What follows belongs to an exercise in optimizing a design on an open flow for small area; a production flow would make more cautious choices. In this exercise RTL edits were held to simulation tests only and were not proved equivalent to the original. Power figures rest on the tool's default switching activity, not on a simulated workload.

==> inputs of build 20 <==
==> flow/design.v <==
`timescale 1ns/100ps
`default_nettype none
package tdc_readout_pkg;
    localparam int NB_BYTE        = 8;
    localparam int BYTES_PER_WORD = 4;
    localparam int NB_WORD        = NB_BYTE * BYTES_PER_WORD;
    localparam int NB_FINE   = 12;
    localparam int NB_COARSE = NB_WORD - NB_FINE;
    localparam int UART_DATA_BITS  = 8;
    localparam int UART_FRAME_BITS = UART_DATA_BITS + 2;
    typedef struct packed {
        logic [NB_COARSE-1:0] coarse_count;
        logic [NB_FINE-1:0]   fine_code;
    } tdc_meas_t;
    typedef union packed {
        tdc_meas_t                              meas;
        logic [BYTES_PER_WORD-1:0][NB_BYTE-1:0] bytes;
    } tdc_word_u;
endpackage
`default_nettype wire
`timescale 1ns/100ps
`default_nettype none
module tdc_readout_top
#(
    parameter int FIFO_STAGES  = 4,
    parameter int STAGE_DEPTH  = 8,
    parameter int CLKS_PER_BIT = 64,
    parameter int READ_LIMIT   = 1024
) (
    input  wire            clkWizard,
    input  wire            finish_mem_reset,
    input  wire            measure_done,
    input  wire [31:0]     measure_word,
    input  wire            start_writing,
    input  wire            start_reading,
    output logic           led_write_err,
    output logic           led_write_stage,
    output logic           led_read_stage,
    output logic           tx
);
    localparam int DEPTH = FIFO_STAGES * STAGE_DEPTH;    
    localparam int PAIRS = DEPTH / 2;
    localparam int CW    = $clog2(DEPTH + 1);            
    localparam int SW    = $clog2(DEPTH);                
    wire rst = finish_mem_reset;
    logic writing, reading;
    wire  idle = !writing && !reading;
    wire  writing_nx = !rst && (idle ? start_writing : (writing && !start_reading));
    wire  reading_nx = !rst && (reading || (idle ? !start_writing && start_reading
                                                 : (writing && start_reading)));
    always_ff @(posedge clkWizard) begin
        writing <= writing_nx;
        reading <= reading_nx;
    end
    logic [CW-1:0] cnt;
    wire           full = cnt[CW-1];
    logic          can_push;     
    wire           push = measure_done && can_push;
    always_ff @(posedge clkWizard) begin
        if (rst) begin
            led_write_err   <= 1'b0;
            led_write_stage <= 1'b0;
            led_read_stage  <= 1'b0;
        end else begin
            led_write_err   <= measure_done && writing && full;
            led_write_stage <= writing;
            led_read_stage  <= reading;
        end
    end
    logic [2:0] arrived;
    wire        head_valid = arrived[2] && (cnt != '0);
    logic       holding;
    wire        take = reading && head_valid && !holding;
    wire [CW-1:0] cnt_nx = rst  ? '0 :
                           push ? cnt + 1'b1 :
                           take ? cnt - 1'b1 : cnt;
    wire          can_push_nx = writing_nx && !cnt_nx[CW-1];
    always_ff @(posedge clkWizard) begin
        cnt      <= cnt_nx;
        can_push <= can_push_nx;
        if (rst)
            arrived <= '0;
        else
            arrived <= {arrived[1:0], cnt != '0};
    end
    logic          odd;          
    logic          pending;      
    logic          direct;       
    logic          pending_n;    
    logic          direct_n;     
    logic [SW-1:0] shifts;       
    logic          cons_pend;    
    logic          consume;      
    wire align  = reading && (shifts != '0);
    wire rd_go  = (align || cons_pend) && !odd;
    wire shift  = pending || (measure_done && direct) || rd_go;
    wire hold   = pending_n && (!measure_done || direct_n) && !rd_go;
    wire odd_nx     = !rst && !shift && !odd;
    wire pending_nx = !rst && push && (pending || odd);
    wire direct_nx  = can_push_nx && !odd_nx && !pending_nx;
    always_ff @(posedge clkWizard) begin
        odd       <= odd_nx;
        pending   <= pending_nx;
        pending_n <= !pending_nx;
        direct    <= direct_nx;
        direct_n  <= !direct_nx;
        if (rst) begin
            shifts    <= '0;
            cons_pend <= 1'b0;
        end else begin
            if (shift && !cons_pend)
                shifts <= shifts + 1'b1;
            cons_pend <= consume || (cons_pend && odd);
        end
    end
    logic        ph_a, ph_b;
    logic [31:0] dly;
    logic [31:0] pos_e [0:PAIRS-1];
    logic [31:0] pos_o [0:PAIRS-1];
    always_ff @(posedge clkWizard) begin
        if (rst) begin
            ph_a <= 1'b0;
            ph_b <= 1'b0;
        end else begin
            ph_a <= !ph_b;
            ph_b <= ph_a;
        end
    end
    always_ff @(posedge clkWizard) begin
        dly <= measure_word;
    end
    wire [31:0] src_n = ~((dly | {32{pending_n}}) & (measure_word | {32{pending}}));
    wire [31:0] src   = src_n ^ {32{!ph_b}};
    always_ff @(posedge clkWizard) begin
        pos_e[0] <= ~((src | {32{hold}}) & (pos_o[0] | {32{shift}}));
        for (int i = 1; i < PAIRS; i++)
            pos_e[i] <= ~((pos_o[i-1] | {32{hold}}) & (pos_o[i] | {32{shift}}));
        for (int i = 0; i < PAIRS; i++)
            pos_o[i] <= pos_e[i];
    end
    logic [1:0] byte_idx;        
    logic       send;
    logic       busy;
    always_ff @(posedge clkWizard) begin
        if (rst) begin
            holding  <= 1'b0;
            byte_idx <= '0;
            send     <= 1'b0;
        end else begin
            send <= holding && !busy && !send;
            if (take)
                holding <= 1'b1;
            else if (send && byte_idx == 2'd3)
                holding <= 1'b0;
            if (send)
                byte_idx <= byte_idx + 1'b1;
        end
    end
    logic [5:0] tick;
    logic [3:0] bit_idx;
    wire        bit_end = (tick == 6'd63);
    wire [1:0] cur_byte = byte_idx - 1'b1;
    wire       head_bit = pos_o[PAIRS-1][{cur_byte, bit_idx[2:0]}] ^ ph_b;
    logic      pre;
    wire       data_bit = odd ? pre : head_bit;
    always_ff @(posedge clkWizard) begin
        if (!odd)
            pre <= head_bit;
    end
    assign consume = busy && bit_end && (bit_idx == 4'd8) && (cur_byte == 2'd3);
    always_ff @(posedge clkWizard) begin
        if (rst) begin
            busy    <= 1'b0;
            tx      <= 1'b1;
            tick    <= '0;
            bit_idx <= '0;
        end else if (!busy) begin
            if (send) begin
                busy <= 1'b1;
                tx   <= 1'b0;
            end
        end else begin
            tick <= tick + 1'b1;
            if (bit_end) begin
                if (bit_idx == 4'd9) begin
                    busy    <= 1'b0;
                    tx      <= 1'b1;
                    bit_idx <= '0;
                end else begin
                    bit_idx <= bit_idx + 1'b1;
                    tx      <= bit_idx[3] ? 1'b1 : data_bit;
                end
            end
        end
    end
endmodule
`default_nettype wire
==> flow/flow/run.sh <==
#!/bin/bash
set -euo pipefail
export BUFFER_PORTS_ARGS="-buffer_cell sky130_fd_sc_hd__buf_1"
export CTS_ARGS="-sink_clustering_enable -repair_clock_nets -sink_clustering_size 20 -sink_clustering_max_diameter 60 -buf_list sky130_fd_sc_hd__clkbuf_8 -dont_use_dummy_load"
bash standard.sh > make.log 2>&1
==> flow/standard.sh <==
#!/bin/bash
# synth_recipe.tcl (not shown) runs the flow's synth.tcl, then flattens the netlist and writes it again
# the make line also repeats each setting of config.mk as NAME=value (left out here)
make -C /OpenROAD-flow-scripts/flow DESIGN_CONFIG=/design/flow/config.mk WORK_HOME=/design/flow/orfs CLKGATE_MAP_FILE= SYNTH_SCRIPT=/design/flow/synth_recipe.tcl "${@:-finish}"
==> flow/config.mk <==
export PLATFORM = sky130hd
export DESIGN_NAME = tdc_readout_top
export DESIGN_NICKNAME = tdc_readout_top
export VERILOG_FILES = /design/flow/design.v
export SDC_FILE = /design/flow/constraint.sdc
export NUM_CORES = 4
export LEC_CHECK = 0
export CAP_MARGIN = 20
export CORE_MARGIN = 2
export CORE_UTILIZATION = 60
export CTS_BUF_LIST = sky130_fd_sc_hd__clkbuf_8
export CTS_CLUSTER_DIAMETER = 60
export CTS_CLUSTER_SIZE = 20
export SLEW_MARGIN = 20
==> flow/constraint.sdc <==
create_clock -name core_clock -period 5.0 [get_ports {clkWizard}]
set_input_delay 1.0000 -clock core_clock [delete_from_list [all_inputs] [get_ports {clkWizard}]]
set_output_delay 1.0000 -clock core_clock [all_outputs]
set_load 0.01 [all_outputs]
==> build 14 (differences from build 20) <==
==> flow/flow/run.sh (replaced) <==
#!/bin/bash
set -euo pipefail
export BUFFER_PORTS_ARGS="-buffer_cell sky130_fd_sc_hd__buf_1"
export CTS_ARGS="-sink_clustering_enable -repair_clock_nets -sink_clustering_size 22 -sink_clustering_max_diameter 60 -buf_list sky130_fd_sc_hd__clkbuf_8 -dont_use_dummy_load"
bash standard.sh > make.log 2>&1
--- a/flow/config.mk
+++ b/flow/config.mk
@@ -6,9 +6,9 @@
 export NUM_CORES = 4
 export LEC_CHECK = 0
-export CAP_MARGIN = 20
+export CAP_MARGIN = 5
 export CORE_MARGIN = 2
 export CORE_UTILIZATION = 60
 export CTS_BUF_LIST = sky130_fd_sc_hd__clkbuf_8
 export CTS_CLUSTER_DIAMETER = 60
-export CTS_CLUSTER_SIZE = 20
-export SLEW_MARGIN = 20
+export CTS_CLUSTER_SIZE = 22
+export SLEW_MARGIN = 5
==> comparison table <==
Result of the run: build 20 complete, no violations; build 14 complete, no violations
Leakage power: build 20 11.2 nW; build 14 11.1 nW
Proportion of power drawn by combinational gates: build 20 0.099; build 14 0.100
Clk network pwr share: build 20 0.174; build 14 0.166
Number of clock buffers in the layout: build 20 66; build 14 57
Total power: build 20 20.4 mW; build 14 20.2 mW
Highest attainable clock frequency: build 20 0.329 GHz; build 14 0.335 GHz
Worst slew margin relative to its limit: build 20 0.356; build 14 0.307
Layout Area Growth over Synthesis: build 20 4.68%; build 14 4.24%
Worst reg2reg endpoint: build 20 pos_e[14][19]$_DFF_P_; build 14 pos_e[10][18]$_DFF_P_
WL per Instance: build 20 15.0 um; build 14 14.9 um
Power density normalized to cell area: build 20 703 nW/um^2; build 14 698 nW/um^2
Clk. pwr: build 20 3.56 mW; build 14 3.34 mW
Total number of vias: build 20 14100; build 14 14000
Worst hold path startpoint: build 20 pos_e[13][16]$_DFF_P_; build 14 pos_e[15][9]$_DFF_P_
Met2 track demand over resource in global routing: build 20 0.254; build 14 0.254
Met1 wire length: build 20 20300 um; build 14 20000 um
Fin crit period: build 20 3040 ps; build 14 2990 ps
Highest ir drop seen on vdd: build 20 0.331 mV; build 14 0.307 mV
Worst hold margin: build 20 316 ps; build 14 318 ps
Final core occ: build 20 0.638; build 14 0.635
Htree depth: build 20 3; build 14 2
DR WL met2: build 20 16700 um; build 14 16700 um
Wire length after detailed routing: build 20 38800 um; build 14 38500 um
Sequential portion of the cell area: build 20 0.760; build 14 0.763

==> what the ideal ports hide <==
The results above use ideal ports. As a check the final layouts listed here were re-extracted and re-timed, cells and wires unchanged. Step 1 (the two cells are an assumption about what drives the block):
set clk [get_ports {clkWizard}]
set_driving_cell -lib_cell sky130_fd_sc_hd__clkbuf_16 $clk
set_driving_cell -lib_cell sky130_fd_sc_hd__buf_2 [delete_from_list [all_inputs] $clk]
Step 2, shift: input delay + t, output delay - t, t = (earliest + latest rising clock arrival at the registers) / 2. This alone moves slack from input paths to output paths. Slacks: ideal ports / drivers / drivers and shift; pairs: ideal ports / drivers.
run | shift t [ns] | slack for setup (ns) | worst hold slack (ns)
build 20 | 0.680 | 1.963 / 1.963 / 1.880 | 0.316 / 0.316 / 0.316
build 14 | 0.709 | 2.012 / 2.012 / 1.890 | 0.318 / 0.318 / 0.318
After both steps setup and hold are still met in every run listed. For build 14, which loses most, drivers alone change the setup slack by 0.000 ns; drivers and shift together by -0.122 ns.
